From an optimization exercise on the open Yosys and OpenROAD flow, aimed at small area and a short achievable clock period; shortcuts taken in it are not production practice.
RTL that was checked went through simulation tests only; none was proved equivalent to the original.
The RTL of run 1 was laid out without a check of its function.
Power figures rest on the tool's default switching activity, not on a simulated workload.

==> flow/design.v <==
`timescale 1ns/1ps
`default_nettype none
module lead_zero_count
(
    input  wire  [105:0] fract,
    output logic [6:0]   count
);
    logic [127:0] x;
    logic [63:0]  v1;  logic [63:0]  c1;    
    logic [31:0]  v2;  logic [63:0]  c2;    
    logic [15:0]  v3;  logic [47:0]  c3;    
    logic [7:0]   v4;  logic [31:0]  c4;    
    logic [3:0]   v5;  logic [19:0]  c5;    
    logic [1:0]   v6;  logic [11:0]  c6;    
    assign x = {fract, 1'b1, 21'b0};
    always_comb
    begin
        for (int i = 0; i < 64; i++)
        begin
            v1[i] = x[2*i+1] | x[2*i];
            c1[i] = ~x[2*i+1];
        end
        for (int i = 0; i < 32; i++)
        begin
            v2[i] = v1[2*i+1] | v1[2*i];
            c2[2*i+:2] = v1[2*i+1] ? {1'b0, c1[2*i+1]} : {1'b1, c1[2*i]};
        end
        for (int i = 0; i < 16; i++)
        begin
            v3[i] = v2[2*i+1] | v2[2*i];
            c3[3*i+:3] = v2[2*i+1] ? {1'b0, c2[2*(2*i+1)+:2]} : {1'b1, c2[2*(2*i)+:2]};
        end
        for (int i = 0; i < 8; i++)
        begin
            v4[i] = v3[2*i+1] | v3[2*i];
            c4[4*i+:4] = v3[2*i+1] ? {1'b0, c3[3*(2*i+1)+:3]} : {1'b1, c3[3*(2*i)+:3]};
        end
        for (int i = 0; i < 4; i++)
        begin
            v5[i] = v4[2*i+1] | v4[2*i];
            c5[5*i+:5] = v4[2*i+1] ? {1'b0, c4[4*(2*i+1)+:4]} : {1'b1, c4[4*(2*i)+:4]};
        end
        for (int i = 0; i < 2; i++)
        begin
            v6[i] = v5[2*i+1] | v5[2*i];
            c6[6*i+:6] = v5[2*i+1] ? {1'b0, c5[5*(2*i+1)+:5]} : {1'b1, c5[5*(2*i)+:5]};
        end
        count = v6[1] ? {1'b0, c6[11:6]} : {1'b1, c6[5:0]};
    end
endmodule
`default_nettype wire
`timescale 1ns/1ps
`default_nettype none
module normalizer
(
    input  wire  [105:0] fract_in,
    input  wire  [10:0]  exp_in,
    output logic [52:0]  trunc_n_out,  
    output logic         guard_n_out,  
    output logic         sticky_out,   
    output logic [10:0]  exp_out,      
    output logic [10:0]  exp_inc_out,  
    output logic         denorm_out,
    output logic         kill_out,     
    output logic         exp_ovf_out,  
    output logic         exp_top_out   
);
    logic [10:0]  e1;        
    logic [6:0]   lz;
    logic [6:0]   sh;        
    logic [6:0]   bit_gt;    
    logic [6:0]   bit_eq;    
    logic         limited;   
    assign e1 = {exp_in[10:1], exp_in[0] | ~|exp_in[10:1]};
    lead_zero_count u_lzc
    (
        .fract (fract_in),
        .count (lz)
    );
    logic [7:0] gt_above;    
    logic [7:0] lt_above;
    always_comb
    begin
        for (int k = 0; k < 7; k++)
        begin
            bit_gt[k] = lz[k] & ~e1[k];
            bit_eq[k] = ~(bit_gt[k] | (~lz[k] & e1[k]));
        end
        for (int k = 0; k <= 7; k++)
        begin
            gt_above[k] = 1'b0;
            lt_above[k] = |e1[10:7];
            for (int j = k; j < 7; j++)
            begin
                logic above_eq;
                above_eq = 1'b1;
                for (int i = j + 1; i < 7; i++)
                    above_eq = above_eq & bit_eq[i];
                gt_above[k] = gt_above[k] | (~|e1[10:7] & bit_gt[j] & above_eq);
                lt_above[k] = lt_above[k] | (~lz[j] & e1[j] & above_eq);
            end
        end
        for (int k = 0; k < 7; k++)
            sh[k] = lt_above[k+1] ? lz[k] : gt_above[k+1] ? e1[k] : (lz[k] & e1[k]);
        limited = gt_above[0];
    end
    logic [52:0] trunc_n;
    logic        guard_n;
    norm_shift u_shift
    (
        .fract     (fract_in),
        .sh        (sh),
        .sh_n      (~sh),
        .trunc_n   (trunc_n),
        .guard_n   (guard_n),
        .sticky    (sticky_out)
    );
    assign trunc_n_out = trunc_n;
    assign guard_n_out = guard_n;
    assign denorm_out  = limited;
    assign exp_out     = limited ? 11'd1 : exp_in + 11'd1 - {4'b0, lz};
    assign exp_inc_out = limited ? 11'd2 : exp_in + 11'd2 - {4'b0, lz};
    assign kill_out    = ~|exp_in & ~fract_in[105] & ~fract_in[104];
    assign exp_ovf_out = fract_in[105] & (&exp_in[10:1]);
    assign exp_top_out = (&exp_in[10:2]) &
                         ((fract_in[105] & (exp_in[1:0] == 2'd1 | exp_in[1:0] == 2'd2)) |
                          (~fract_in[105] & fract_in[104] & exp_in[1]) |
                          (fract_in[105:103] == 3'b001 & exp_in[1:0] == 2'd3));
endmodule
module norm_shift
(
    input  wire  [105:0] fract,
    input  wire  [6:0]   sh,
    input  wire  [6:0]   sh_n,
    output logic [52:0]  trunc_n,    
    output logic         guard_n,    
    output logic         sticky      
);
    function automatic logic [105:0] step(input logic [105:0] d, input logic s,
                                          input logic s_n, input int k, input int lo,
                                          input logic pos);
        logic [105:0] q;
        q = '0;
        for (int i = 0; i < 106; i++)
        begin
            if (i < lo)
                q[i] = 1'b0;
            else if (i >= 106 - k)
            begin
                if (i < k)
                    q[i] = ~d[i];
                else if (pos)
                    q[i] = ~(d[i] | (s & d[i-k]));
                else
                    q[i] = ~(d[i] & (s_n | d[i-k]));
            end
            else if (i >= k)
                q[i] = ~((d[i-k] | s_n) & (d[i] | s));
            else if (pos)
                q[i] = ~(d[i] & s_n);
            else
                q[i] = ~(d[i] | s);
        end
        step = q;
    endfunction
    logic [105:0] q6, q5, q4, q3, q2, q1, q0;    
    logic [5:0]   drop;
    always_comb
    begin
        q6 = step(fract, sh[6], sh_n[6], 64, 0,  1'b1);
        q5 = step(q6,    sh[5], sh_n[5], 32, 21, 1'b0);
        q4 = step(q5,    sh[4], sh_n[4], 16, 37, 1'b1);
        q3 = step(q4,    sh[3], sh_n[3], 8,  45, 1'b0);
        q2 = step(q3,    sh[2], sh_n[2], 4,  49, 1'b1);
        q1 = step(q2,    sh[1], sh_n[1], 2,  51, 1'b0);
        q0 = step(q1,    sh[0], sh_n[0], 1,  52, 1'b1);
        drop[5] = sh_n[5] & (~&q6[20:1] | (~q6[0] & |sh[4:0]));
        drop[4] = sh_n[4] & |q5[36:21];
        drop[3] = sh_n[3] & ~&q4[44:37];
        drop[2] = sh_n[2] & |q3[48:45];
        drop[1] = sh_n[1] & ~&q2[50:49];
        drop[0] = sh_n[0] & q1[51];
    end
    assign trunc_n = q0[105:53];
    assign guard_n = q0[52];
    assign sticky  = |drop;
endmodule
`default_nettype wire
`timescale 1ns/1ps
`default_nettype none
module rounder
(
    input  wire          clk,
    input  wire          reset,
    input  wire          sign,
    input  wire  [1:0]   r_mode,
    input  wire  [52:0]  in_trunc_n,   
    input  wire          in_guard_n,   
    input  wire          in_sticky,
    input  wire  [10:0]  in_exp,       
    input  wire  [10:0]  in_exp_inc,   
    input  wire          in_denorm,
    input  wire          in_kill,
    input  wire          in_exp_ovf,
    input  wire          in_exp_top,   
    output logic [52:0]  fract_out,
    output logic [10:0]  exp_out,
    output logic         dn_out,
    output logic         ine_out,
    output logic         overflow_out,
    output logic         infinite_out
);
    logic [52:0] in_trunc;
    logic        in_guard;
    logic        inexact;
    logic        round_inc;
    logic        carry;
    logic [52:0] fract_rnd;
    logic        overflow;
    logic        to_inf;
    logic [52:0] fract_next;
    logic [10:0] exp_next;
    assign in_trunc = ~in_trunc_n;
    assign in_guard = ~in_guard_n;
    assign inexact  = in_guard | in_sticky;
    always_comb
    begin
        case (r_mode)
            2'd0:    round_inc = in_guard & (in_sticky | in_trunc[0]);
            2'd1:    round_inc = 1'b0;
            2'd2:    round_inc = inexact & ~sign;
            default: round_inc = inexact & sign;
        endcase
    end
    logic [7*53-1:0] pre;
    logic [52:0]     all;
    always_comb
    begin
        pre[52:0] = in_trunc;
        for (int l = 1; l < 7; l++)
            for (int i = 0; i < 53; i++)
                if (((i >> (l - 1)) & 1) == 1)
                    pre[53*l + i] = pre[53*(l-1) + i] &
                                    pre[53*(l-1) + ((i >> (l - 1)) << (l - 1)) - 1];
                else
                    pre[53*l + i] = pre[53*(l-1) + i];
        all = pre[7*53-1:6*53];
    end
    assign carry     = round_inc & all[52];
    assign fract_rnd = (in_trunc ^ ({53{round_inc}} & {all[51:0], 1'b1})) | {carry, 52'b0};
    assign overflow = in_exp_ovf | (carry & in_exp_top);
    assign to_inf   = overflow & ((r_mode == 2'd0) | ((r_mode == 2'd2) & ~sign) |
                                  ((r_mode == 2'd3) & sign));
    always_comb
    begin
        if (to_inf | in_kill)
            fract_next = '0;
        else if (overflow)
            fract_next = '1;
        else
            fract_next = fract_rnd;
        if (to_inf)
            exp_next = 11'h7FF;
        else if (overflow)
            exp_next = 11'h7FE;
        else if (in_kill)
            exp_next = 11'd1;
        else
            exp_next = carry ? in_exp_inc : in_exp;
    end
    always_ff @(posedge clk)
    begin
        if (reset)
        begin
            fract_out    <= '0;
            exp_out      <= '0;
            dn_out       <= 1'b0;
            ine_out      <= 1'b0;
            overflow_out <= 1'b0;
            infinite_out <= 1'b0;
        end
        else
        begin
            fract_out    <= fract_next;
            exp_out      <= exp_next;
            dn_out       <= in_denorm;
            ine_out      <= (inexact & ~in_kill) | overflow;
            overflow_out <= overflow;
            infinite_out <= to_inf;
        end
    end
endmodule
`default_nettype wire
`timescale 1ns/1ps
`default_nettype none
module norm_rnd
(
    input  wire          clk,
    input  wire          reset,
    input  wire  [105:0] fract_in,
    input  wire  [10:0]  exp_in,
    input  wire          sign,
    input  wire  [1:0]   r_mode,
    output logic [52:0]  fract_out,
    output logic [10:0]  exp_out,
    output logic         dn_out,
    output logic         ine_out,
    output logic         overflow_out,
    output logic         infinite_out
);
    logic [52:0] nb_trunc_n;
    logic        nb_guard_n;
    logic        nb_sticky;
    logic [10:0] nb_exp;
    logic [10:0] nb_exp_inc;
    logic        nb_denorm;
    logic        nb_kill;
    logic        nb_exp_ovf;
    logic        nb_exp_top;
    normalizer u_normalizer
    (
        .fract_in    (fract_in),
        .exp_in      (exp_in),
        .trunc_n_out (nb_trunc_n),
        .guard_n_out (nb_guard_n),
        .sticky_out  (nb_sticky),
        .exp_out     (nb_exp),
        .exp_inc_out (nb_exp_inc),
        .denorm_out  (nb_denorm),
        .kill_out    (nb_kill),
        .exp_ovf_out (nb_exp_ovf),
        .exp_top_out (nb_exp_top)
    );
    rounder u_rounder
    (
        .clk          (clk),
        .reset        (reset),
        .sign         (sign),
        .r_mode       (r_mode),
        .in_trunc_n   (nb_trunc_n),
        .in_guard_n   (nb_guard_n),
        .in_sticky    (nb_sticky),
        .in_exp       (nb_exp),
        .in_exp_inc   (nb_exp_inc),
        .in_denorm    (nb_denorm),
        .in_kill      (nb_kill),
        .in_exp_ovf   (nb_exp_ovf),
        .in_exp_top   (nb_exp_top),
        .fract_out    (fract_out),
        .exp_out      (exp_out),
        .dn_out       (dn_out),
        .ine_out      (ine_out),
        .overflow_out (overflow_out),
        .infinite_out (infinite_out)
    );
endmodule
`default_nettype wire
==> flow/flow/run.sh <==
#!/bin/bash
# The standard layout, with plain buf_1 cells as the port buffers instead of
# the delay cells buffer_ports picks by default. Every port still gets its
# own buffer.
set -euo pipefail
export BUFFER_PORTS_ARGS="-buffer_cell sky130_fd_sc_hd__buf_1"
export SETUP_SLACK_MARGIN=4.5
bash standard.sh > standard_flow.log 2>&1
==> flow/standard.sh <==
#!/bin/bash
# synth_recipe.tcl (not shown) runs the flow's synth.tcl, then flattens the netlist and writes it again
# the make line also repeats each setting of config.mk as NAME=value (left out here)
make -C /OpenROAD-flow-scripts/flow DESIGN_CONFIG=/design/flow/config.mk WORK_HOME=/design/flow/orfs CLKGATE_MAP_FILE= SYNTH_SCRIPT=/design/flow/synth_recipe.tcl "${@:-finish}"
==> flow/config.mk <==
export PLATFORM = sky130hd
export DESIGN_NAME = norm_rnd
export DESIGN_NICKNAME = norm_rnd
export VERILOG_FILES = /design/flow/design.v
export SDC_FILE = /design/flow/constraint.sdc
export NUM_CORES = 4
export LEC_CHECK = 0
export ABC_AREA = 0
export CAP_MARGIN = 20
export CORE_MARGIN = 2
export CORE_UTILIZATION = 30
export SLEW_MARGIN = 20
export SYNTH_HIERARCHICAL = 1
export SYNTH_MINIMUM_KEEP_SIZE = 0
export TNS_END_PERCENT = 100
==> flow/constraint.sdc <==
create_clock -name core_clock -period 14.0 [get_ports {clk}]
set_input_delay 2.8000 -clock core_clock [delete_from_list [all_inputs] [get_ports {clk}]]
set_output_delay 2.8000 -clock core_clock [all_outputs]
set_load 0.01 [all_outputs]
==> out/qor.csv, run 1 <==
metric,value,unit
CTS Buf Count,9,
IO Pins,190,
"commonest non-fill, non-tap cell in the layout",buf_1,
first-pass GRT wire length,64.0,mm
root buf cell,clkbuf_16,
Synth Area in Compound Gates,45.2,%
worst slew pin tran,1.04,ns
yosys warns,10,
"antenna viol nets, final",0,
Final Hold Violating Endpoints,0,
Crit path largest cell delay,0.58,ns
met1 WL,18.6,mm
pin count of the biggest net entering global routing,58,
vias in the first global route,10762,
Final TNS setup,0,ns
drt total wl,43.1,mm
status,timing/DRC/antenna clean,
Placer Congestion,1.02,
Post-Synth XOR/XNOR Area,3.31,%
synth unique cells,92,
Die X,182,um
largest family of logic cells by synthesized area,compound AO/OA/AOI/OAI gates,
crit path max fanout,29,
fin crit share,66.2,%
initial antenna violation count,0,
post-route insts no fill,1888,
P&R area growth vs syn,19.4,%
cell mode on critical path,buf_4,
worst hold margin,2.77,ns
port bufs,189,
area of the die,0.0332,mm2
clk slew on worst S/H paths,0.05,ns
Worst Setup End Kind,flip-flop,
FP Rows,65,
sequential area share after synthesis,14.3,%
Power Dens Cells,70.7,mW/mm2
Synth Instances,1337,
Residual DRC,0,
drt wl/cell,22.8,um
vias per std cell,6.35,
simple-gate share of the synthesized area,21.5,%
syn nets,1502,
DRT Pass-1 Iters,6,
Synth Register Bits,68,
final net count,1646,
Main synth FF type,dfxtp_1,
Pwr Total,0.803,mW
Clock Tree Buf Depth,2,
hold crit path type,input port to flip-flop,
drt initial violations,1145,
multiplexer area fraction after synthesis,2.31,%
Post-Synth Adder-Cell Area,5.81,%
initial core utilization,30.3,%
number of flops mapped to enable cells by yosys,0,
Crit path required time,14.17,ns
CTS tree,done,
"Slew Viols, Final",0,
Setup Viol. Count Final,0,
die height,182,um
via count,11988,
CP arrival,9.45,ns
Worst path slowest cell,or4_4,
Final min period,9.27,ns
f_max,108,MHz
metal3 WL,3.94,mm
Core Region,0.0314,mm2
cts hold-fix bufs,0,
final core utilization,36.2,%
TritonCTS Sinks,68,
Crit Path Category,input port to flip-flop,
most used cells in the layout excluding fill and tap cells,"buf_1 (181), o22ai_1 (177), a21oi_1 (104)",
Startpoint Class,input port,
layout cells sized above 1,11.2,%
Syn Area/Cell,7.12,um2
Ant. Diodes,0,
top routing layer in use,met4,
slew margin rel.,29.5,%
RSZ-0062 raised after global routing,true,
fillcell total,3417,
"FFs w/ async S/R, synth",0,%
DP HPWL,34.4,mm
Overflow after GRT,0,
Routed met2 length,18.8,mm
synthesized cell area,0.00952,mm2
max cap viols,0,
Total GRT Usage,24.4,%
worst vdd ir,0.0000763,V
H-tree depth reported by CTS,3,
Leakage Power,4.06,nW
placed cell count,1842,
==> final cells by class <==
type,count,area (um2),area share (%)
Inverter,68,264,2.32
Clock buffer,9,225,1.98
Clock inverter,7,98.8,0.869
Sequential cell,68,1360,12.0
Timing Repair Buffer,236,1190,10.4
Timing Repair inverter,1,7.51,0.0660
Tap cell,402,503,4.42
Multi-Input combinational cell,1097,7720,67.9
==> cell families after synthesis <==
logic type | after synthesis
muxes | 21
buffers and inverters | 174
AOI/OAI and AO/OA | 627
adders and majority gates | 43
xor gates and xnor gates | 36
DFF | 68
and+or+nand+nor | 368
==> worst paths after layout <==
check	startpoint	to	slack (ns)	depth (start not counted)
hold / removal	reset	u_rounder.dn_out	2.77	2
setup / recovery	fract_in[104]	u_rounder.exp_out[3]	4.73	29
==> report_power, final <==
part / total [mW] / switching, mW / internal (mW) / leakage [nW]
Clock: 0.240 / 0.0837 / 0.157 / 0.156
Combinational: 0.344 / 0.222 / 0.122 / 3.33
Sequential: 0.220 / 0.00548 / 0.214 / 0.567
Total: 0.803 / 0.311 / 0.492 / 4.06
==> worst max-delay path, delay by kind of cell <==
kind	cells	cell delay, ns
multiplexers	1	0.20
adder cells (fa/ha/maj)	1	0.19
AO/OA/AOI/OAI	8	1.79
AND/OR/NAND/NOR	11	3.07
buffers and inverters	8	1.37
==> synth_stat cells (9+ instances only) <==
master     count  area share (%)
o22ai_1      179              12
a21oi_1      106             5.6
nor2_1        84             3.3
o21ai_0       71             3.7
clkbuf_1      68             2.7
dfxtp_1       68              14
inv_1         63             2.5
nand2_1       55             2.2
ha_1          41             5.4
nor2b_1       38             2.5
nor4_1        38             2.5
nor3_1        31             1.6
a22o_1        28             2.6
nand3_1       23             1.2
a221o_1       19             2.0
xnor2_1       19             1.7
nand2b_1      18             1.2
o2bb2ai_1     18             1.7
a211o_1       17             1.6
buf_2         17            0.89
o211ai_1      17             1.3
xor2_1        17             1.6
mux2i_1       16             1.7
a21o_1        15             1.2
o21ai_1       15            0.79
o31ai_1       14             1.1
o22a_1        13             1.2
buf_1         12            0.47
nand3b_1      12            0.95
o21a_1        11            0.87
o221ai_1      11             1.0
or4_1         11            0.87
a221oi_1       9            0.83
a2bb2oi_1      9            0.83
or2_2          9            0.59
==> metrics by stage <==
stage                     instance area [um2]  setup slack, ns
final                                   11400             4.73
after global routing                    11400             4.36
after CTS                               11000             4.51
after detailed placement                10500             2.84
after floorplan                          9520             5.46
after global placement                  10500             2.90
==> sequential cells by signal (all words and copies together) (netlist names) <==
signal	flops
u_rounder.ine_out	1
u_rounder.overflow_out	1
u_rounder.fract_out	53
u_rounder.infinite_out	1
u_rounder.exp_out	11
u_rounder.dn_out	1
==> modules after synthesis (local to each module, per instance), a selection <==
module	cells	copies in the design	cell area (um2)
norm_shift	553	1	3590
rounder	352	1	3090
normalizer	229	1	1630
lead_zero_count	203	1	1210
==> metal layers <==
metal  global-route usage [%]  vias up
li1                         -     5544
met1                     33.6     5643
met2                     38.2      694
met3                     3.43      107
met4                     9.68        0
met5                        0        -
==> what timing repair did <==
action,4_1_cts,5_1_grt
setup buffers,12,12
resized for setup,26,48
endpoints found under the hold margin,0,0
pin swaps,4,8
cloned,2,3
endpoints found under the setup margin,67,67
==> inputs of run 2 (changes only) <==
--- a/flow/design.v
+++ b/flow/design.v
@@ -85,5 +85,5 @@
         begin
             bit_gt[k] = lz[k] & ~e1[k];
-            bit_eq[k] = ~(bit_gt[k] | (~lz[k] & e1[k]));
+            bit_eq[k] = lz[k] ~^ e1[k];
         end
         for (int k = 0; k <= 7; k++)
--- a/flow/config.mk
+++ b/flow/config.mk
@@ -9,5 +9,5 @@
 export CAP_MARGIN = 20
 export CORE_MARGIN = 2
-export CORE_UTILIZATION = 30
+export CORE_UTILIZATION = 40
 export SLEW_MARGIN = 20
 export SYNTH_HIERARCHICAL = 1
==> run 2 against run 1 <==
Critical path depth is 1 lower; via count fell by 2.0%; non-clock buffer count fell by 20; first-iteration DRC count increased by 4.9%; area after synthesis decreased by 0.26%; combinational power is 2% lower; sequential share of layout area is 0.40 points higher; clock-buffer cell count is 3 higher; critical endpoint is now u_rounder.fract_out[19].
==> out/qor.csv, run 2 <==
metric,value,unit
Crit path required time,14.25,ns
port bufs,189,
root buf cell,clkbuf_16,
DP HPWL,33.2,mm
Power Dens Cells,70.9,mW/mm2
synth unique cells,89,
CTS Buf Count,9,
CTS tree,done,
Die X,158,um
most used cells in the layout excluding fill and tap cells,"buf_1 (189), o22ai_1 (177), a21oi_1 (106)",
drt wl/cell,23.6,um
yosys warns,10,
"FFs w/ async S/R, synth",0,%
number of flops mapped to enable cells by yosys,0,
worst vdd ir,0.0000664,V
sequential area share after synthesis,14.3,%
Setup Viol. Count Final,0,
TritonCTS Sinks,68,
slew margin rel.,33.9,%
CP arrival,9.49,ns
FP Rows,56,
H-tree depth reported by CTS,3,
crit path max fanout,16,
Total GRT Usage,32.5,%
worst slew pin tran,0.992,ns
layout cells sized above 1,9.18,%
clk slew on worst S/H paths,0.06,ns
Overflow after GRT,0,
Biggest register,u_rounder.fract_out,
max FFs per register,53,
share of the synthesized area in the top cell type,14.3,%
Final Hold Violating Endpoints,0,
vias in the first global route,10456,
drt initial violations,1201,
Residual DRC,0,
fin crit share,66.0,%
Leakage Power,3.92,nW
Crit Path Category,input port to flip-flop,
Clock Tree Buf Depth,2,
final net count,1630,
Synth Register Bits,68,
cts hold-fix bufs,0,
pin count of the biggest net entering global routing,65,
syn nets,1504,
initial core utilization,40.6,%
status,timing/DRC/antenna clean,
largest area contributor in the netlist,dfxtp_1,
Final min period,9.23,ns
f_max,108,MHz
hold crit path type,input port to flip-flop,
synthesized cell area,0.00950,mm2
Synth Instances,1339,
"antenna viol nets, final",0,
placed cell count,1759,
"Slew Viols, Final",0,
"top cells by area, synth","dfxtp_1 (14%), o22ai_1 (12%), a21oi_1 (5.7%)",
drt total wl,42.2,mm
RSZ-0062 raised after global routing,true,
via count,11749,
initial antenna violation count,0,
Worst Setup End Kind,flip-flop,
post-route insts no fill,1789,
worst hold margin,2.78,ns
Syn Area/Cell,7.09,um2
Startpoint Class,input port,
first-pass GRT wire length,62.3,mm
P&R area growth vs syn,15.8,%
Main synth FF type,dfxtp_1,
die height,158,um
area of the multi-input gates,0.00772,mm2
DRT Pass-1 Iters,6,
Final TNS setup,0,ns
fillcell total,2509,
most common cell in the netlist,o22ai_1,
Core Region,0.0234,mm2
area of the die,0.0250,mm2
biggest regs,"u_rounder.fract_out x53, u_rounder.exp_out x11",
IO Pins,190,
vias per std cell,6.57,
Ant. Diodes,0,
Placer Congestion,1.03,
max cap viols,0,
FF+latch area,0.00136,mm2
"commonest non-fill, non-tap cell in the layout",buf_1,
most common library cells after synthesis,"o22ai_1 (178), a21oi_1 (109), nor2_1 (87), o21ai_0 (79), dfxtp_1 (68)",
[run 2: modules after synthesis (local to each module, per instance), excerpt]
| module | cells inside | copies in the design | flip-flops and latches |
|---|---|---|---|
| lead_zero_count | 203 | 1 | 0 |
| norm_shift | 553 | 1 | 0 |
| normalizer | 231 | 1 | 0 |
| rounder | 352 | 1 | 68 |
[run 2: final timing paths]
kind | from | endpoint | cells after the start
max | fract_in[105] | u_rounder.fract_out[19] | 28
min | reset | u_rounder.ine_out | 2
[run 2: stage by stage]
step	util, %	worst slack (ns)	power [mW]	instance area [um2]
global route	47.0	4.48	0.821	11000
finish	47.0	4.77	0.780	11000
CTS	46.0	4.48	0.771	10800
global placement	44.1	2.75	0.544	10300
detailed placement	44.1	3.08	0.544	10300
floorplan	-	5.46	0.432	9500
[run 2: timing repair]
| item | 4_1_cts | 5_1_grt |
|---|---|---|
| pin swaps | 1 | 4 |
| cloned | 2 | 2 |
| resized for setup | 20 | 35 |
| setup buffers | 4 | 6 |
| setup endpoints to repair | 67 | 66 |
[run 2: cell type report]
cell class	instances	share of cell area (%)
clock buffers	12	2.33
clock inverters	4	0.432
inverters	63	2.24
multi-input cells	1106	70.2
flip-flops and latches	68	12.4
well taps	319	3.63
repair buffers	216	8.67
repair inverters	1	0.0683
[run 2: kinds of logic (layout without fill, tap and decap cells)]
group	after synthesis	count (layout)	synth area share, %
DFF	68	68	14.3
and+or+nand+nor	374	376	22.2
xor gates and xnor gates	34	34	3.14
adders and majority gates	43	43	5.82
buffers and inverters	168	296	7.30
muxes	19	19	2.09
AOI/OAI and AO/OA	633	634	45.1
[run 2: power by group]
part           total (mW)  switching [mW]  internal [mW]
clock network       0.224          0.0773          0.147
logic               0.336           0.216          0.120
registers           0.219         0.00492          0.214
[run 2: critical path, stage by stage]
cell and delay, ns:
buf_1 0.22, or4_4 0.65, nand4bb_4 0.28, nand2b_4 0.22, nor3_4 0.18, buf_4 0.17, inv_1 0.04, ha_1 0.22
nor2_1 0.15, nor2_1 0.05, a21oi_1 0.12, buf_4 0.32, clkinvlp_4 0.20, buf_12 0.17, nor2b_4 0.31, a21o_1 0.24
o21ai_0 0.17, o32ai_1 0.29, o22ai_2 0.24, o22ai_1 0.29, o22ai_1 0.19, nor2b_1 0.17, o21a_1 0.25, or3_1 0.54
or4_1 0.59, o21ai_1 0.15, nand3_1 0.10, a21oi_1 0.15
[run 2: routing by layer]
layer  GRT usage (%)  up-vias  share of wire [%]
li1                -     5522                  -
met1            42.7     5432                 43
met2            50.3      657                 43
met3            4.35      138                7.1
met4            20.2        0                6.6
met5               0        -                  0
==> inputs of run 3 (changes only) <==
--- a/flow/config.mk
+++ b/flow/config.mk
@@ -9,5 +9,6 @@
 export CAP_MARGIN = 20
 export CORE_MARGIN = 2
-export CORE_UTILIZATION = 40
+export CORE_UTILIZATION = 30
+export GPL_ROUTABILITY_DRIVEN = 0
 export SLEW_MARGIN = 20
 export SYNTH_HIERARCHICAL = 1
==> run 3 against run 2 <==
Clock-buffer cell count shrank 2; power shrank 2.6%; global-route usage shrank 10 points; sequential power is essentially flat; setup slack lost 0.014 ns; highest routed layer unchanged.
==> out/qor.csv, run 3 <==
metric,value,unit
status,timing/DRC/antenna clean,
Final TNS setup,0,ns
"commonest non-fill, non-tap cell in the layout",buf_1,
slew margin rel.,16.7,%
clk slew on worst S/H paths,0.05,ns
layout cells sized above 1,10.6,%
Crit path required time,14.21,ns
"Slew Viols, Final",0,
Syn Area/Cell,7.09,um2
Synth Area in Compound Gates,45.1,%
CTS Buf Count,9,
root buf cell,clkbuf_16,
H-tree depth reported by CTS,3,
TritonCTS Sinks,68,
Worst Setup End Kind,flip-flop,
Startpoint Class,input port,
Residual DRC,0,
Worst path slowest cell,nor4_1,
max FFs per register,53,
worst vdd ir,0.0000589,V
sequential area share after synthesis,14.3,%
Synth Instances,1339,
max cap viols,0,
Die X,182,um
share of the synthesized area in the top cell type,14.3,%
Post-Synth Adder-Cell Area,5.82,%
port bufs,189,
vias in the first global route,10469,
initial antenna violation count,0,
Biggest register,u_rounder.fract_out,
Post-Synth XOR/XNOR Area,3.14,%
Power Dens Cells,68.2,mW/mm2
IO Pins,190,
Main synth FF type,dfxtp_1,
fin crit share,66.1,%
Final min period,9.25,ns
number of flops mapped to enable cells by yosys,0,
synthesized cell area,0.00950,mm2
Total GRT Usage,22.3,%
Synth Register Bits,68,
post-route insts no fill,1878,
CP arrival,9.46,ns
placed cell count,1839,
DRT Pass-1 Iters,7,
Worst Setup SP,fract_in[41],
hold crit path type,input port to flip-flop,
largest family of logic cells by synthesized area,compound AO/OA/AOI/OAI gates,
Clock Tree Buf Depth,2,
Crit path largest cell delay,0.64,ns
Overflow after GRT,0,
Final Hold Violating Endpoints,0,
Setup Viol. Count Final,0,
most common cell in the netlist,o22ai_1,
simple-gate share of the synthesized area,22.2,%
largest area contributor in the netlist,dfxtp_1,
Crit Path Category,input port to flip-flop,
die height,182,um
hold_sp,reset,
most used cells in the layout excluding fill and tap cells,"buf_1 (184), o22ai_1 (176), a21oi_1 (104)",
"antenna viol nets, final",0,
Core Region,0.0314,mm2
area of the die,0.0331,mm2
Ant. Diodes,0,
pin count of the biggest net entering global routing,65,
crit path max fanout,39,
P&R area growth vs syn,17.2,%
"top cells by area, synth","dfxtp_1 (14%), o22ai_1 (12%), a21oi_1 (5.7%)",
cts hold-fix bufs,0,
yosys warns,10,
worst slew pin tran,1.22,ns
multiplexer area fraction after synthesis,2.09,%
Pwr Total,0.759,mW
CTS tree,done,
biggest regs,"u_rounder.fract_out x53, u_rounder.exp_out x11",
drt initial violations,1674,
hold path cells,2,
drt wl/cell,20.9,um
RSZ-0062 raised after global routing,false,
"FFs w/ async S/R, synth",0,%
syn nets,1504,
synth unique cells,89,
final core utilization,35.5,%
Worst Hold Path EP,u_rounder.dn_out,
f_max,108,MHz
fillcell total,3407,
via count,11874,
DP HPWL,31.0,mm
first-pass GRT wire length,59.6,mm
Leakage Power,3.92,nW
vias per std cell,6.32,
most common library cells after synthesis,"o22ai_1 (178), a21oi_1 (109), nor2_1 (87), o21ai_0 (79), dfxtp_1 (68)",
FP Rows,65,
drt total wl,39.2,mm
initial core utilization,30.3,%
final net count,1636,
run 3: cell counts after synthesis:
Identical to the previous run, type by type.
run 3: layer usage:
layer,track usage (%),part of all wire (%),vias up
met5,0,0,-
met4,11.4,4.9,0
met3,4.25,11,134
met2,31.7,39,817
met1,31.9,44,5405
li1,-,-,5518
run 3: area by class of cell:
type,instances,area (um2),area share [%]
Clock buffer,10,239,2.15
Clock inverter,6,40.0,0.360
Inverter,63,244,2.19
Multi-Input combinational cell,1105,7720,69.3
Sequential cell,68,1360,12.2
Tap cell,402,503,4.52
Timing Repair Buffer,223,1020,9.16
Timing Repair inverter,1,7.51,0.0674
run 3: repair_timing:
| action | in CTS | in global routing |
|---|---|---|
| buffers inserted | 9 | 11 |
| resized for setup | 17 | 49 |
| pin swaps | 5 | 8 |
| endpoints found under the setup margin | 67 | 66 |
| gates cloned | 3 | 0 |
run 3: how the worst max path moves through the flow:
stage | to | slack (ns) | depth (start not counted)
after floorplan | u_rounder.fract_out[43] | 5.46 | 27
after global placement | u_rounder.exp_out[7] | 2.67 | 23
after detailed placement | u_rounder.exp_out[1] | 2.62 | 23
after CTS | u_rounder.fract_out[50] | 4.50 | 28
after global routing | u_rounder.fract_out[45] | 4.42 | 30
final | u_rounder.fract_out[45] | 4.75 | 30
run 3: per-module statistics from Yosys, one instance, submodules excluded, excerpt:
| module | area [um2] | flops+latches | copies in the design |
|---|---|---|---|
| lead_zero_count | 1210 | 0 | 1 |
| normalizer | 1610 | 0 | 1 |
| rounder | 3090 | 68 | 1 |
| norm_shift | 3590 | 0 | 1 |
run 3: report_power, final:
group | leakage [nW] | internal (mW) | switching [mW]
logic | 3.22 | 0.120 | 0.217
clock network | 0.138 | 0.124 | 0.0790
registers | 0.566 | 0.214 | 0.00554
total | 3.92 | 0.458 | 0.301
run 3: cell families after synthesis:
| group | Yosys count |
|---|---|
| buffers and inverters | 168 |
| DFF | 68 |
| AOI/OAI and AO/OA | 633 |
| xor gates and xnor gates | 34 |
| muxes | 19 |
| and+or+nand+nor | 374 |
| adders and majority gates | 43 |
run 3: worst max-delay path, delay by kind of cell:
kind | cells | cell delay (ns)
compound gates | 11 | 2.48
mux | 2 | 0.48
buf+inv | 5 | 0.82
fa+ha+maj | 1 | 0.21
simple gates | 11 | 2.64
run 3: through the flow:
stage	setup WS (ns)	area, um2	hold slack, ns
2_1_floorplan	5.46	9500	2.87
4_1_cts	4.50	10900	2.75
3_3_place_gp	2.67	10400	3.08
3_5_place_dp	2.62	10400	3.09
6_report	4.75	11100	2.77
5_1_grt	4.42	11100	2.79
==> inputs of run 4 (changes only) <==
--- a/flow/config.mk
+++ b/flow/config.mk
@@ -10,7 +10,6 @@
 export CORE_MARGIN = 2
 export CORE_UTILIZATION = 30
-export GPL_ROUTABILITY_DRIVEN = 0
 export SLEW_MARGIN = 20
 export SYNTH_HIERARCHICAL = 1
-export SYNTH_MINIMUM_KEEP_SIZE = 0
+export SYNTH_MINIMUM_KEEP_SIZE = 1000
 export TNS_END_PERCENT = 100
==> run 4 against run 3 <==
Clock power about the same; core utilization up 3.0 points; cell count down 3.2%; setup slack worse by 0.024 ns; die area down 6.0%; fmax down 0.26%; largest power group unchanged.
==> out/qor.csv, run 4 <==
metric,value,unit
synth unique cells,83,
hold crit path type,input port to flip-flop,
FP Rows,63,
RSZ-0062 raised after global routing,false,
status,timing/DRC/antenna clean,
most common cell in the netlist,o22ai_1,
P&R area growth vs syn,27.1,%
clk slew on worst S/H paths,0.06,ns
H-tree depth reported by CTS,3,
Syn Area/Cell,7.11,um2
synthesized cell area,0.00892,mm2
pin count of the biggest net entering global routing,65,
Power Dens Cells,68.0,mW/mm2
Crit path required time,14.25,ns
largest area contributor in the netlist,dfxtp_1,
most used cells in the layout excluding fill and tap cells,"buf_1 (181), o22ai_1 (154), a21oi_1 (107)",
IO Pins,190,
Clock Tree Buf Depth,2,
first-pass GRT wire length,60.5,mm
Worst Setup End Kind,flip-flop,
f_max,108,MHz
Final TNS setup,0,ns
syn nets,1420,
Crit path largest cell delay,0.49,ns
layout cells sized above 1,13.9,%
drt wl/cell,22.5,um
fillcell total,3205,
Worst path slowest cell,or4_1,
crit path max fanout,46,
placed cell count,1758,
Leakage Power,4.16,nW
TritonCTS Sinks,68,
worst vdd ir,0.0000490,V
"antenna viol nets, final",0,
drt initial violations,1468,
Die X,176,um
post-route insts no fill,1818,
Final Hold Violating Endpoints,0,
via count,11512,
share of the synthesized area in the top cell type,15.3,%
area of the die,0.0311,mm2
DRT Pass-1 Iters,8,
Synth Instances,1255,
"top cells by area, synth","dfxtp_1 (15%), o22ai_1 (13%), a21oi_1 (6.3%)",
Crit Path Category,input port to flip-flop,
die height,176,um
Final min period,9.27,ns
Biggest register,u_rounder.fract_out,
crit path to,u_rounder.fract_out[16],
port bufs,189,
initial core utilization,30.3,%
vias in the first global route,10453,
yosys warns,10,
Placer Congestion,1.05,
slew margin rel.,43.1,%
CTS Buf Count,9,
fin crit share,66.2,%
sequential area share after synthesis,15.3,%
Main synth FF type,dfxtp_1,
Worst Setup SP,fract_in[4],
Residual DRC,0,
vias per std cell,6.33,
Core Region,0.0295,mm2
"commonest non-fill, non-tap cell in the layout",buf_1,
CTS tree,done,
worst slew pin tran,0.854,ns
"Slew Viols, Final",0,
biggest regs,"u_rounder.fract_out x53, u_rounder.exp_out x11",
drt total wl,40.9,mm
max cap viols,0,
worst hold margin,2.74,ns
number of flops mapped to enable cells by yosys,0,
Startpoint Class,input port,
Overflow after GRT,0,
max FFs per register,53,
"FFs w/ async S/R, synth",0,%
DP HPWL,31.1,mm
Total GRT Usage,24.6,%
initial antenna violation count,0,
final net count,1589,
most common library cells after synthesis,"o22ai_1 (179), a21oi_1 (112), o21ai_0 (77), dfxtp_1 (68), nor2_1 (62)",
root buf cell,clkbuf_16,
Synth Register Bits,68,
Ant. Diodes,0,
CP arrival,9.52,ns
Setup Viol. Count Final,0,
## run 4: changes by cell type after synthesis, sizes merged, moves of 6 or more
cell	change
a21o	+6
clkbuf	-14
mux2i	-9
nand3	-7
nand3b	-11
nor2	-25
nor2b	+8
o21ai	-20
o31ai	-8
or2	-10
or4	-6
xor2	+11
## run 4: metal layers
metal  GRT usage (%)  vias up  wire, um
met5               0        -         0
met4            11.6        0      1960
met3            3.73      142      4070
met2            36.6      799     17100
met1            34.6     5294     17700
li1                -     5277         -
## run 4: what timing repair did
item                                    4_1_cts  5_1_grt
endpoints found under the hold margin         0        0
gates resized for setup                      63       93
cloned                                        6        4
hold buffers                                  0        0
setup buffers                                17       18
endpoints found under the setup margin       67       67
pin swaps                                    14       24
## run 4: kinds of logic (layout without fill, tap and decap cells)
family | after synthesis | in the layout | synth area share (%)
xor gates and xnor gates | 46 | 46 | 4.52
adders and majority gates | 43 | 43 | 6.20
DFF | 68 | 68 | 15.3
AOI/OAI and AO/OA | 606 | 607 | 46.0
muxes | 8 | 8 | 0.926
and+or+nand+nor | 328 | 331 | 20.0
buffers and inverters | 156 | 325 | 7.10
## run 4: critical path, delay by kind of cell
family / cells / cell delay [ns]
multiplexers: 2 / 0.42
buffers and inverters: 6 / 1.22
AO/OA/AOI/OAI: 15 / 2.63
AND/OR/NAND/NOR: 10 / 2.10
adder cells (fa/ha/maj): 1 / 0.31
## run 4: where the power goes
group	switching (mW)	leakage, nW	internal (mW)
clock network	0.0860	0.124	0.119
registers	0.00555	0.567	0.215
logic	0.222	3.47	0.124
total	0.314	4.16	0.457
## run 4: how the worst min path moves through the flow
stage	endpoint	slack [ns]	cells after the start	from
after CTS	u_rounder.dn_out	2.73	2	reset
after detailed placement	u_rounder.dn_out	3.06	2	reset
after global placement	u_rounder.dn_out	3.04	2	reset
after floorplan	u_rounder.dn_out	2.87	1	reset
after global routing	u_rounder.dn_out	2.78	2	reset
final	u_rounder.dn_out	2.74	2	reset
## run 4: stage by stage
step | cell area [um2] | worst slack [ns] | utilization [%] | total power, mW
global route | 11300 | 4.48 | 38.5 | 0.811
finish | 11300 | 4.73 | 38.5 | 0.771
floorplan | 8920 | 4.86 | - | 0.423
global placement | 9890 | 1.90 | 33.5 | 0.534
CTS | 10700 | 4.51 | 36.2 | 0.749
detailed placement | 9920 | 1.95 | 33.6 | 0.535
## run 4: area by class of cell
| class | instances | area [um2] | area share, % |
|---|---|---|---|
| clock inverters | 6 | 41.3 | 0.364 |
| inverters | 65 | 263 | 2.32 |
| well taps | 390 | 488 | 4.30 |
| clock buffers | 9 | 225 | 1.99 |
| flip-flops and latches | 68 | 1360 | 12.0 |
| repair inverters | 1 | 5.00 | 0.0441 |
| repair buffers | 244 | 1340 | 11.8 |
| multi-input cells | 1035 | 7620 | 67.2 |
## run 4: Yosys stat by module (local to each module, per instance)
| module | cells | cell area (um2) |
|---|---|---|
| norm_rnd | 702 | 5330 |
| norm_shift | 553 | 3590 |
==> inputs of run 5 (changes only) <==
--- a/flow/flow/run.sh
+++ b/flow/flow/run.sh
@@ -5,4 +5,4 @@
 set -euo pipefail
 export BUFFER_PORTS_ARGS="-buffer_cell sky130_fd_sc_hd__buf_1"
-export SETUP_SLACK_MARGIN=4.5
+export SETUP_SLACK_MARGIN=4
 bash standard.sh > standard_flow.log 2>&1
==> run 5 against run 4 <==
Global-route usage is 0.35 points lower; first-iteration DRC count down 14%; highest routed layer unchanged; critical endpoint is now u_rounder.fract_out[47]; design area is 5.5% lower.
==> out/qor.csv, run 5 <==
metric,value,unit
"Design Area, Final",0.0107,mm2
Setup Viol. Count Final,0,
biggest regs,"u_rounder.fract_out x53, u_rounder.exp_out x11",
cts hold-fix bufs,0,
Crit Path Category,input port to flip-flop,
P_sw,0.304,mW
pin count of the biggest net entering global routing,65,
CTS Buf Count,9,
largest area contributor in the netlist,dfxtp_1,
hold crit path type,input port to flip-flop,
Post-DP Area,0.00992,mm2
IO Pins,190,
max cap viols,0,
root buf cell,clkbuf_16,
Placer Congestion,1.05,
Leakage Power,3.94,nW
Crit path largest cell delay,0.58,ns
"Slew Viols, Final",0,
share of the synthesized area in the top cell type,15.3,%
Gate power share,43.8,%
Main synth FF type,dfxtp_1,
"FFs w/ async S/R, synth",0,%
port bufs,189,
layout cells sized above 1,8.96,%
worst vdd ir,0.0000489,V
Clock Tree Buf Depth,2,
synthesized cell area,0.00892,mm2
most common library cells after synthesis,"o22ai_1 (179), a21oi_1 (112), o21ai_0 (77), dfxtp_1 (68), nor2_1 (62)",
CP arrival,9.96,ns
Total GRT Usage,24.2,%
TritonCTS Sinks,68,
DP HPWL,31.1,mm
P&R area growth vs syn,20.2,%
initial core utilization,30.3,%
Die X,176,um
"top cells by area, synth","dfxtp_1 (15%), o22ai_1 (13%), a21oi_1 (6.3%)",
first-pass GRT wire length,59.7,mm
Synth Register Bits,68,
fillcell total,3261,
drt wl/cell,22.1,um
Power Dens Cells,70.3,mW/mm2
Startpoint Class,input port,
"commonest non-fill, non-tap cell in the layout",buf_1,
Clock Power Share,27.0,%
DRT Pass-1 Iters,6,
RSZ-0062 raised after global routing,false,
sw frac,40.3,%
vias per std cell,6.33,
crit path max fanout,31,
Core Region,0.0295,mm2
Overflow after GRT,0,
Crit path required time,14.20,ns
slew margin rel.,41.4,%
Ant. Diodes,0,
Synth Instances,1255,
vias in the first global route,10271,
area of the die,0.0311,mm2
f_max,102,MHz
final net count,1568,
number of flops mapped to enable cells by yosys,0,
Residual DRC,0,
die height,176,um
H-tree depth reported by CTS,3,
drt initial violations,1256,
max FFs per register,53,
"antenna viol nets, final",0,
via count,11375,
Worst path slowest cell,or4_1,
worst slew pin tran,0.879,ns
fin crit share,69.7,%
FP Rows,63,
status,timing/DRC/antenna clean,
Syn Area/Cell,7.11,um2
syn nets,1420,
Final Hold Violating Endpoints,0,
synth unique cells,83,
Worst Setup End Kind,flip-flop,
Final min period,9.76,ns
most used cells in the layout excluding fill and tap cells,"buf_1 (184), o22ai_1 (176), a21oi_1 (108)",
most common cell in the netlist,o22ai_1,
drt total wl,39.7,mm
Biggest register,u_rounder.fract_out,
Final TNS setup,0,ns
power share of the sequential group,29.2,%
Int Pwr,0.450,mW
initial antenna violation count,0,
sequential area share after synthesis,15.3,%
yosys warns,10,
clk slew on worst S/H paths,0.05,ns
CTS tree,done,
## run 5: per-stage QoR
step                      cells  hold WS (ns)  power, mW  worst slack, ns  util (%)
after floorplan            1255          2.87      0.423             4.86         -
after global placement     1757          3.04      0.534             1.90      33.5
after detailed placement   1758          3.06      0.535             1.95      33.6
after CTS                  1784          2.73      0.744             4.01      35.2
after global routing       1797          2.78      0.796             3.96      36.4
final                      1797          2.73      0.754             4.24      36.4
## run 5: critical path, delay by kind of cell
family / cells / cell delay (ns)
fa+ha+maj: 1 / 0.22
buf+inv: 7 / 1.26
compound gates: 10 / 2.38
mux: 1 / 0.09
simple gates: 13 / 3.20
## run 5: repair_timing
item / CTS / global route
gates cloned: 4 / 2
setup endpoints to repair: 67 / 67
pin swaps: 2 / 6
endpoints found under the hold margin: 0 / 0
gates resized for setup: 24 / 47
setup buffers: 7 / 11
## run 5: logic make-up (layout without fill, tap and decap cells)
kind of cell / after synthesis / count (layout) / synth area share (%)
AOI/OAI and AO/OA: 606 / 607 / 46.0
muxes: 8 / 8 / 0.926
DFF: 68 / 68 / 15.3
and+or+nand+nor: 328 / 331 / 20.0
buffers and inverters: 156 / 304 / 7.10
xor gates and xnor gates: 46 / 46 / 4.52
adders and majority gates: 43 / 43 / 6.20
## run 5: final timing paths
path / to / depth (start not counted) / start
min: u_rounder.dn_out / 2 / reset
max: u_rounder.fract_out[47] / 32 / fract_in[84]
## run 5: per-layer routing
layer | part of all wire [%] | routed length (um) | vias up | global-route usage (%)
met3 | 10 | 4090 | 123 | 3.51
met2 | 42 | 16500 | 787 | 35.4
met1 | 44 | 17300 | 5229 | 34.6
li1 | - | - | 5236 | -
met4 | 4.5 | 1800 | 0 | 11.8
met5 | 0 | 0 | - | 0
## run 5: area by class of cell
| class | count | area, um2 | area share (%) |
|---|---|---|---|
| clock inverters | 6 | 41.3 | 0.385 |
| well taps | 390 | 488 | 4.55 |
| flip-flops and latches | 68 | 1360 | 12.7 |
| inverters | 65 | 263 | 2.45 |
| multi-input cells | 1035 | 7280 | 67.9 |
| repair inverters | 1 | 5.00 | 0.0467 |
| repair buffers | 223 | 1060 | 9.90 |
| clock buffers | 9 | 225 | 2.10 |
## run 5: Yosys stat by module (local to each module, per instance)
module      cells  flip-flops and latches
norm_shift    553                       0
norm_rnd      702                      68
## run 5: power by group through the flow
stage	Combinational [mW]	Clock (mW)	Sequential (mW)
after floorplan	0.187	0	0.236
after global placement	0.308	0	0.226
after detailed placement	0.310	0	0.225
after CTS	0.315	0.209	0.221
after global routing	0.357	0.217	0.222
final	0.330	0.203	0.220
==> inputs of run 6 (changes only) <==
--- a/flow/flow/run.sh
+++ b/flow/flow/run.sh
@@ -5,4 +5,4 @@
 set -euo pipefail
 export BUFFER_PORTS_ARGS="-buffer_cell sky130_fd_sc_hd__buf_1"
-export SETUP_SLACK_MARGIN=4
+export SETUP_SLACK_MARGIN=4.5
 bash standard.sh > standard_flow.log 2>&1
--- a/flow/config.mk
+++ b/flow/config.mk
@@ -12,4 +12,4 @@
 export SLEW_MARGIN = 20
 export SYNTH_HIERARCHICAL = 1
-export SYNTH_MINIMUM_KEEP_SIZE = 1000
+export SYNTH_MINIMUM_KEEP_SIZE = 0
 export TNS_END_PERCENT = 100
==> run 6 against run 5 <==
Routed wire length up 3.4%; global-route usage down 0.58 points; via count up 2.9%; power up 5.0%; sequential power about the same; synthesized cell count up 6.7%; clock-buffer cell count unchanged; fmax up 6.5%; cell count up 4.1%; non-clock buffer count down 5; critical path type unchanged; largest power group unchanged; highest routed layer unchanged.
==> out/qor.csv, run 6 <==
metric,value,unit
status,timing/DRC/antenna clean,
Pwr Total,0.792,mW
"commonest non-fill, non-tap cell in the layout",buf_1,
H-tree depth reported by CTS,3,
post-route insts no fill,1870,
Placement Setup Slack,3.20,ns
fin crit share,65.4,%
fillcell total,3470,
Crit Path Category,input port to flip-flop,
worst setup margin,4.84,ns
Core Region,0.0314,mm2
Worst path slowest cell,nor4_1,
Synth Instances,1339,
drt total wl,41.1,mm
initial core utilization,30.3,%
worst slew pin tran,0.988,ns
hold_sp,reset,
most common cell in the netlist,o22ai_1,
vias in the first global route,10518,
via count,11706,
Ant. Diodes,0,
hold path cells,2,
"Slew Viols, Final",0,
syn nets,1504,
port bufs,189,
share of the synthesized area in the top cell type,14.3,%
crit path max fanout,15,
most used cells in the layout excluding fill and tap cells,"buf_1 (188), o22ai_1 (178), a21oi_1 (107)",
hold crit path type,input port to flip-flop,
Setup Viol. Count Final,0,
pin count of the biggest net entering global routing,65,
cts hold-fix bufs,0,
Worst Hold Path EP,u_rounder.dn_out,
placed cell count,1843,
initial antenna violation count,0,
Placer Congestion,1.07,
Final min period,9.16,ns
Die X,182,um
"FFs w/ async S/R, synth",0,%
"antenna viol nets, final",0,
Worst Setup End Kind,flip-flop,
CTS Buf Count,9,
final net count,1629,
Power Dens Cells,71.8,mW/mm2
most common library cells after synthesis,"o22ai_1 (178), a21oi_1 (109), nor2_1 (87), o21ai_0 (79), dfxtp_1 (68)",
Syn Area/Cell,7.09,um2
Leakage Power,3.89,nW
Synth Area in Compound Gates,45.1,%
Final TNS setup,0,ns
RSZ-0062 raised after global routing,true,
area of the die,0.0331,mm2
slew margin rel.,34.1,%
largest family of logic cells by synthesized area,compound AO/OA/AOI/OAI gates,
biggest regs,"u_rounder.fract_out x53, u_rounder.exp_out x11",
Main synth FF type,dfxtp_1,
IO Pins,190,
P&R area growth vs syn,16.1,%
drt wl/cell,22.0,um
cell mode on critical path,o22ai_1,
CTS tree,done,
simple-gate share of the synthesized area,22.2,%
drt initial violations,1255,
die height,182,um
largest area contributor in the netlist,dfxtp_1,
sequential area share after synthesis,14.3,%
max FFs per register,53,
f_max,109,MHz
Post-Synth XOR/XNOR Area,3.14,%
clk slew on worst S/H paths,0.05,ns
vias per std cell,6.26,
Overflow after GRT,0,
WP buf/inv,7,
multiplexer area fraction after synthesis,2.09,%
Residual DRC,0,
Final Hold Violating Endpoints,0,
yosys warns,10,
Crit path required time,14.25,ns
synthesized cell area,0.00950,mm2
max cap viols,0,
CP arrival,9.41,ns
worst vdd ir,0.0000731,V
Synth Register Bits,68,
Clock Tree Buf Depth,2,
TritonCTS Sinks,68,
Crit path largest cell delay,0.56,ns
Post-Synth Adder-Cell Area,5.82,%
layout cells sized above 1,8.65,%
DP HPWL,33.4,mm
FP Rows,65,
"top cells by area, synth","dfxtp_1 (14%), o22ai_1 (12%), a21oi_1 (5.7%)",
root buf cell,clkbuf_16,
number of flops mapped to enable cells by yosys,0,
Startpoint Class,input port,
first-pass GRT wire length,62.3,mm
Total GRT Usage,23.6,%
Biggest register,u_rounder.fract_out,
worst hold margin,2.78,ns
crit-path leading delay family,simple AND/OR/NAND/NOR gates,
DRT Pass-1 Iters,6,
synth unique cells,89,
[run 6: cell count changes after synthesis, sizes merged, moves of 8 or more]
cell	previous run	this run
clkbuf	54	68
mux2i	6	15
nand3b	1	12
nor2	62	87
nor2b	47	39
o21ai	81	101
o31ai	6	14
or2	2	12
xor2	28	17
[run 6: cell type report]
cell class                 instances  area, um2  area share (%)
clock buffer                       9        225            2.04
clock inverter                     6       90.1           0.817
inverter                          63        245            2.22
multi-input combinational       1103       7610            69.0
sequential                        68       1360            12.3
tap                              402        503            4.56
timing repair buffer             218        980            8.89
timing repair inverter             1       7.51          0.0681
[run 6: what timing repair did]
item	in CTS	in global routing
gates cloned	1	0
buffers inserted	2	9
endpoints found under the setup margin	66	67
pin swaps	2	1
gates resized for setup	17	22
[run 6: stage by stage]
step                      area (um2)  utilization, %
after CTS                      10800            34.5
after global routing           11000            35.1
after floorplan                 9500               -
final                          11000            35.1
after global placement         10400            33.2
after detailed placement       10400            33.3
[run 6: logic make-up after synthesis]
kind of cell | after synthesis
buffers and inverters | 168
xor gates and xnor gates | 34
and+or+nand+nor | 374
adders and majority gates | 43
AOI/OAI and AO/OA | 633
muxes | 19
DFF | 68
[run 6: worst max path at each step]
stage / slack (ns) / end / cells after the start / startpoint
after global placement: 2.86 / u_rounder.exp_out[0] / 24 / fract_in[92]
after detailed placement: 3.20 / u_rounder.exp_out[8] / 24 / fract_in[104]
after global routing: 4.37 / u_rounder.fract_out[26] / 28 / fract_in[24]
after floorplan: 5.46 / u_rounder.fract_out[43] / 27 / fract_in[100]
after CTS: 4.54 / u_rounder.fract_out[47] / 24 / fract_in[105]
final: 4.84 / u_rounder.fract_out[52] / 28 / fract_in[52]
[run 6: Yosys stat by module (local to each module, per instance), a selection]
| module | area (um2) | cells | times used |
|---|---|---|---|
| lead_zero_count | 1210 | 203 | 1 |
| norm_shift | 3590 | 553 | 1 |
| normalizer | 1610 | 231 | 1 |
| rounder | 3090 | 352 | 1 |
[run 6: routing by layer]
metal | part of all wire [%] | GRT usage, %
met2 | 42 | 36.1
met5 | 0 | 0
met1 | 45 | 33.5
met3 | 9.0 | 3.13
met4 | 4.2 | 9.39
[run 6: report_power, final]
part           total, mW  switching, mW  internal, mW
clock              0.236         0.0809         0.155
sequential         0.220        0.00575         0.214
combinational      0.336          0.217         0.119
==> inputs of run 7 (changes only) <==
--- a/flow/flow/run.sh
+++ b/flow/flow/run.sh
@@ -5,4 +5,5 @@
 set -euo pipefail
 export BUFFER_PORTS_ARGS="-buffer_cell sky130_fd_sc_hd__buf_1"
-export SETUP_SLACK_MARGIN=4.5
+export SETUP_SLACK_MARGIN=5
+export SETUP_MOVE_SEQUENCE=unbuffer,sizeup,swap
 bash standard.sh > standard_flow.log 2>&1
==> run 7 against run 6 <==
Still clean; synthesized cell count did not move; setup slack got worse by 0.34 ns; clock-buffer cell count stayed put.
==> out/qor.csv, run 7 <==
metric,value,unit
status,timing/DRC/antenna clean,
CTS tree,done,
share of the synthesized area in the top cell type,14.3,%
Final min period,9.50,ns
vias per std cell,6.31,
most used cells in the layout excluding fill and tap cells,"buf_1 (184), o22ai_1 (106), a21oi_1 (105)",
Leakage Power,4.15,nW
slew margin rel.,33.6,%
initial core utilization,30.3,%
RSZ-0062 raised after global routing,true,
"commonest non-fill, non-tap cell in the layout",buf_1,
Synth Register Bits,68,
"antenna viol nets, final",0,
die height,182,um
cts hold-fix bufs,0,
"Slew Viols, Final",0,
crit path max fanout,30,
Residual DRC,0,
Crit Path Category,input port to flip-flop,
sequential area share after synthesis,14.3,%
CP arrival,9.68,ns
layout cells sized above 1,18.5,%
Main synth FF type,dfxtp_1,
post-route insts no fill,1858,
drt wl/cell,22.5,um
Pwr Total,0.829,mW
hold_sp,reset,
Biggest register,u_rounder.fract_out,
drt initial violations,991,
DRT Pass-1 Iters,5,
Worst Setup End Kind,flip-flop,
yosys warns,10,
worst slew pin tran,0.993,ns
synthesized cell area,0.00950,mm2
root buf cell,clkbuf_16,
Worst path slowest cell,clkinvlp_4,
first-pass GRT wire length,63.6,mm
number of flops mapped to enable cells by yosys,0,
port bufs,189,
hold crit path type,input port to flip-flop,
Crit path required time,14.18,ns
crit-path leading delay family,simple AND/OR/NAND/NOR gates,
"top cells by area, synth","dfxtp_1 (14%), o22ai_1 (12%), a21oi_1 (5.7%)",
Total GRT Usage,24.1,%
via count,11718,
Worst Setup SP,fract_in[82],
Crit path largest cell delay,0.78,ns
final net count,1617,
WP buf/inv,4,
pin count of the biggest net entering global routing,65,
"FFs w/ async S/R, synth",0,%
crit-path cells,buf_6 > or4_4 > and4bb_4 > nand2b_4 > nor3_4 > ha_4 > mux2_4 > a21oi_4 > buf_12 > clkinvlp_4 > inv_8 > a22o_4 > o22ai_2 > o22ai_2 > o22ai_2 > o22ai_2 > o22ai_4 > nor4_4 > nand4b_1 > nor4b_2 > nand3_2 > nor2_4 > mux2i_1 > o21ai_1,
Startpoint Class,input port,
syn nets,1504,
Post-DP Area,0.0104,mm2
placed cell count,1843,
Final Hold Violating Endpoints,0,
Final TNS setup,0,ns
Synth Instances,1339,
DP HPWL,33.4,mm
biggest regs,"u_rounder.fract_out x53, u_rounder.exp_out x11",
drt total wl,41.8,mm
Syn Area/Cell,7.09,um2
largest area contributor in the netlist,dfxtp_1,
hold path cells,2,
most common library cells after synthesis,"o22ai_1 (178), a21oi_1 (109), nor2_1 (87), o21ai_0 (79), dfxtp_1 (68)",
synth unique cells,89,
most common cell in the netlist,o22ai_1,
FP Rows,65,
vias in the first global route,10723,
fin crit share,67.8,%
IO Pins,190,
instance count on the critical path,24,
cell mode on critical path,o22ai_2,
TritonCTS Sinks,68,
worst vdd ir,0.0000727,V
Overflow after GRT,0,
max FFs per register,53,
Clock Tree Buf Depth,2,
f_max,105,MHz
clk slew on worst S/H paths,0.05,ns
max cap viols,0,
H-tree depth reported by CTS,3,
CTS Buf Count,9,
Power Dens Cells,68.4,mW/mm2
P&R area growth vs syn,27.7,%
Placer Congestion,1.07,
Post-CTS Setup Inserts,0,
"Design Area, Final",0.0121,mm2
Ant. Diodes,0,
Core Region,0.0314,mm2
Setup Viol. Count Final,0,
Die X,182,um
initial antenna violation count,0,
area of the die,0.0331,mm2
## run 7: repair_timing
item,CTS,global route
gates resized for setup,171,88
pin swaps,21,18
setup endpoints to repair,67,67
## run 7: report_power, final
group	internal, mW	switching (mW)
Combinational	0.137	0.236
Clock	0.155	0.0811
Sequential	0.214	0.00578
## run 7: area by class of cell
class | count | area [um2]
multi-input combinational | 1103 | 8780
inverter | 63 | 249
fill | 3342 | 19300
tap | 402 | 503
sequential | 68 | 1360
clock inverter | 6 | 90.1
timing repair buffer | 207 | 921
clock buffer | 9 | 225
## run 7: path summary, 6_finish.rpt
path                              endpoint  slack (ns)
worst max-delay path  u_rounder.exp_out[1]        4.50
worst min-delay path     u_rounder.ine_out        2.77
## run 7: kinds of logic after synthesis
group	synth area share [%]
AOI/OAI and AO/OA	45.1
adders and majority gates	5.82
DFF	14.3
buffers and inverters	7.30
and+or+nand+nor	22.2
xor gates and xnor gates	3.14
muxes	2.09
## run 7: metal layers
layer | share of wire [%] | global-route usage [%]
met1 | 45 | 33.9
met2 | 43 | 37.1
met3 | 8.5 | 3.21
met4 | 3.9 | 9.45
met5 | 0 | 0
## run 7: modules after synthesis (local to each module, per instance), excerpt
module	copies in the design	area, um2	flip-flops and latches	cells inside
lead_zero_count	1	1210	0	203
norm_shift	1	3590	0	553
normalizer	1	1610	0	231
rounder	1	3090	68	352
## run 7: through the flow
stage / setup slack, ns / hold slack (ns) / util, %
after detailed placement: 3.20 / 3.08 / 33.3
after CTS: 4.67 / 2.78 / 37.3
after floorplan: 5.46 / 2.87 / -
after global routing: 4.13 / 2.79 / 38.6
after global placement: 2.86 / 3.08 / 33.2
final: 4.50 / 2.77 / 38.6
==> inputs of run 8 (changes only) <==
--- a/flow/flow/run.sh
+++ b/flow/flow/run.sh
@@ -6,4 +6,4 @@
 export BUFFER_PORTS_ARGS="-buffer_cell sky130_fd_sc_hd__buf_1"
 export SETUP_SLACK_MARGIN=5
-export SETUP_MOVE_SEQUENCE=unbuffer,sizeup,swap
+export SKIP_GATE_CLONING=1
 bash standard.sh > standard_flow.log 2>&1
==> run 8 against run 7 <==
Non-clock buffer count increased by 32; synthesized cell count stayed put; design area fell by 4.4%; die area unchanged; worst hold slack better by 0.0042 ns; setup slack improved by 0.68 ns; clock power barely moved; power shrank 3.2%; clock-buffer cell count is the same; combinational power shrank 7.0%; sequential cell count stayed put; highest routed layer unchanged.
==> out/qor.csv, run 8 <==
metric,value,unit
port bufs,189,
Power Dens Cells,69.2,mW/mm2
P_sw,0.309,mW
Total GRT Usage,23.7,%
yosys warns,10,
Biggest register,u_rounder.fract_out,
worst vdd ir,0.0000732,V
largest area contributor in the netlist,dfxtp_1,
worst slew pin tran,0.985,ns
fin crit share,62.9,%
most common library cells after synthesis,"o22ai_1 (178), a21oi_1 (109), nor2_1 (87), o21ai_0 (79), dfxtp_1 (68)",
pin count of the biggest net entering global routing,65,
Final Hold Violating Endpoints,0,
Leakage Power,4.12,nW
drt initial violations,1138,
"top cells by area, synth","dfxtp_1 (14%), o22ai_1 (12%), a21oi_1 (5.7%)",
f_max,113,MHz
layout cells sized above 1,13.7,%
Crit path required time,14.22,ns
Worst path slowest cell,or4_4,
drt total wl,42.0,mm
Synth Instances,1339,
FP Rows,65,
"Slew Viols, Final",0,
area of the die,0.0331,mm2
"commonest non-fill, non-tap cell in the layout",buf_1,
most common cell in the netlist,o22ai_1,
cts hold-fix bufs,0,
die height,182,um
syn nets,1504,
CTS Buf Count,9,
"antenna viol nets, final",0,
Gate power share,43.2,%
Main synth FF type,dfxtp_1,
CTS tree,done,
Worst Setup End Kind,flip-flop,
Crit Path Category,input port to flip-flop,
synth unique cells,89,
Int Pwr,0.493,mW
first-pass GRT wire length,62.5,mm
status,timing/DRC/antenna clean,
final net count,1649,
power share of the sequential group,27.4,%
max cap viols,0,
share of the synthesized area in the top cell type,14.3,%
CP arrival,9.03,ns
Clock Tree Buf Depth,2,
Die X,182,um
DRT Pass-1 Iters,6,
cell mode on critical path,nor2_1,
Startpoint Class,input port,
crit path max fanout,15,
Synth Register Bits,68,
sw frac,38.5,%
via count,12005,
WP buf/inv,7,
"FFs w/ async S/R, synth",0,%
crit-path leading delay family,simple AND/OR/NAND/NOR gates,
initial antenna violation count,0,
DP HPWL,33.4,mm
Clock Power Share,29.4,%
TritonCTS Sinks,68,
sequential area share after synthesis,14.3,%
hold_sp,reset,
biggest regs,"u_rounder.fract_out x53, u_rounder.exp_out x11",
hold crit path type,input port to flip-flop,
Final min period,8.81,ns
Setup Viol. Count Final,0,
most used cells in the layout excluding fill and tap cells,"buf_1 (183), o22ai_1 (164), a21oi_1 (105)",
Overflow after GRT,0,
number of flops mapped to enable cells by yosys,0,
hold path cells,2,
Placer Congestion,1.07,
Residual DRC,0,
IO Pins,190,
max FFs per register,53,
clk slew on worst S/H paths,0.06,ns
Syn Area/Cell,7.09,um2
initial core utilization,30.3,%
Worst Hold Path EP,u_rounder.ine_out,
synthesized cell area,0.00950,mm2
RSZ-0062 raised after global routing,false,
Final TNS setup,0,ns
Core Region,0.0314,mm2
vias in the first global route,10550,
P&R area growth vs syn,22.1,%
H-tree depth reported by CTS,3,
Crit path largest cell delay,0.55,ns
vias per std cell,6.35,
slew margin rel.,34.3,%
Ant. Diodes,0,
root buf cell,clkbuf_16,
drt wl/cell,22.2,um
final core utilization,36.9,%
instance count on the critical path,28,
[run 8: final cells by class]
cell class | instances | area, um2
clock inverter | 6 | 90.1
tap | 402 | 503
timing repair buffer | 239 | 1210
fill | 3429 | 19800
clock buffer | 9 | 225
multi-input combinational | 1103 | 7960
sequential | 68 | 1360
inverter | 63 | 249
[run 8: per-module statistics from Yosys (local to each module, per instance), a selection]
| module | cell area, um2 | flip-flops and latches |
|---|---|---|
| lead_zero_count | 1210 | 0 |
| norm_shift | 3590 | 0 |
| normalizer | 1610 | 0 |
| rounder | 3090 | 68 |
[run 8: power groups by stage]
stage | combinational, mW | sequential (mW) | clock, mW
2_1_floorplan | 0.198 | 0.234 | 0
3_3_place_gp | 0.322 | 0.225 | 0
3_5_place_dp | 0.324 | 0.225 | 0
4_1_cts | 0.327 | 0.220 | 0.239
5_1_grt | 0.376 | 0.222 | 0.248
6_report | 0.347 | 0.220 | 0.236
[run 8: layer usage]
layer	track usage [%]	part of all wire, %	vias to the layer above	wire [um]
li1	-	-	5547	-
met1	33.3	44	5610	18500
met2	36.5	42	740	17800
met3	3.35	9.4	108	3960
met4	9.45	4.1	0	1740
met5	0	0	-	0
[run 8: repair_timing]
item / in CTS / in global routing
pin swaps: 3 / 15
setup buffers: 5 / 27
setup endpoints to repair: 67 / 67
resized for setup: 34 / 95
[run 8: cell families after synthesis]
group | count (synthesis) | synth area share [%]
flops | 68 | 14.3
compound gates | 633 | 45.1
buf+inv | 168 | 7.30
xor+xnor | 34 | 3.14
simple gates | 374 | 22.2
mux | 19 | 2.09
fa+ha+maj | 43 | 5.82
[run 8: worst max-delay path by stage]
stage                  start                      end  slack [ns]
2_1_floorplan  fract_in[100]  u_rounder.fract_out[43]        5.46
3_3_place_gp    fract_in[92]     u_rounder.exp_out[0]        2.86
3_5_place_dp   fract_in[104]     u_rounder.exp_out[8]        3.20
4_1_cts        fract_in[105]  u_rounder.fract_out[47]        4.93
5_1_grt        fract_in[105]  u_rounder.fract_out[51]        4.90
6_report       fract_in[105]  u_rounder.fract_out[51]        5.19
[run 8: through the flow]
step / cell area, um2 / std cells / total power [mW] / setup WS (ns) / hold WS (ns)
after global placement: 10400 / 1843 / 0.546 / 2.86 / 3.08
after floorplan: 9500 / 1339 / 0.432 / 5.46 / 2.87
after global routing: 11600 / 1890 / 0.846 / 4.90 / 2.80
after CTS: 11000 / 1863 / 0.787 / 4.93 / 2.77
final: 11600 / 1890 / 0.803 / 5.19 / 2.78
after detailed placement: 10400 / 1843 / 0.548 / 3.20 / 3.08

==> static timing again, ports no longer ideal <==
The results above use ideal ports. As a check the final layouts listed here were re-extracted and re-timed, cells and wires unchanged. Step 1 sets driving cells, clkbuf_16 on the clock port and buf_2 on the other inputs (assumed; they add their load-dependent delay and slew). Step 2 moves the port delays by t, midway between the first and last clock arrival at a register: inputs arrive t later, outputs are due t later. That takes back most of the time a late clock gives input paths. Three values: no drivers, after step 1, after step 2; two values: the first two.
run	t, ns	setup slack, ns	clock arrival spread, ns
run 1	0.365	4.729 / 4.751 / 4.385	0.009 / 0.009
run 2	0.367	4.767 / 4.787 / 4.420	0.008 / 0.008
run 3	0.360	4.753 / 4.771 / 4.410	0.007 / 0.007
run 4	0.363	4.729 / 4.740 / 4.377	0.010 / 0.009
run 5	0.360	4.243 / 4.260 / 3.899	0.009 / 0.009
run 6	0.357	4.838 / 4.849 / 4.491	0.005 / 0.005
run 7	0.357	4.503 / 4.507 / 4.150	0.004 / 0.004
run 8	0.357	5.187 / 5.205 / 4.848	0.006 / 0.006
After both steps every run listed still meets setup and hold. The setup slack of run 7, which loses most, moves by +0.004 ns with the drivers and by -0.353 ns with both steps.
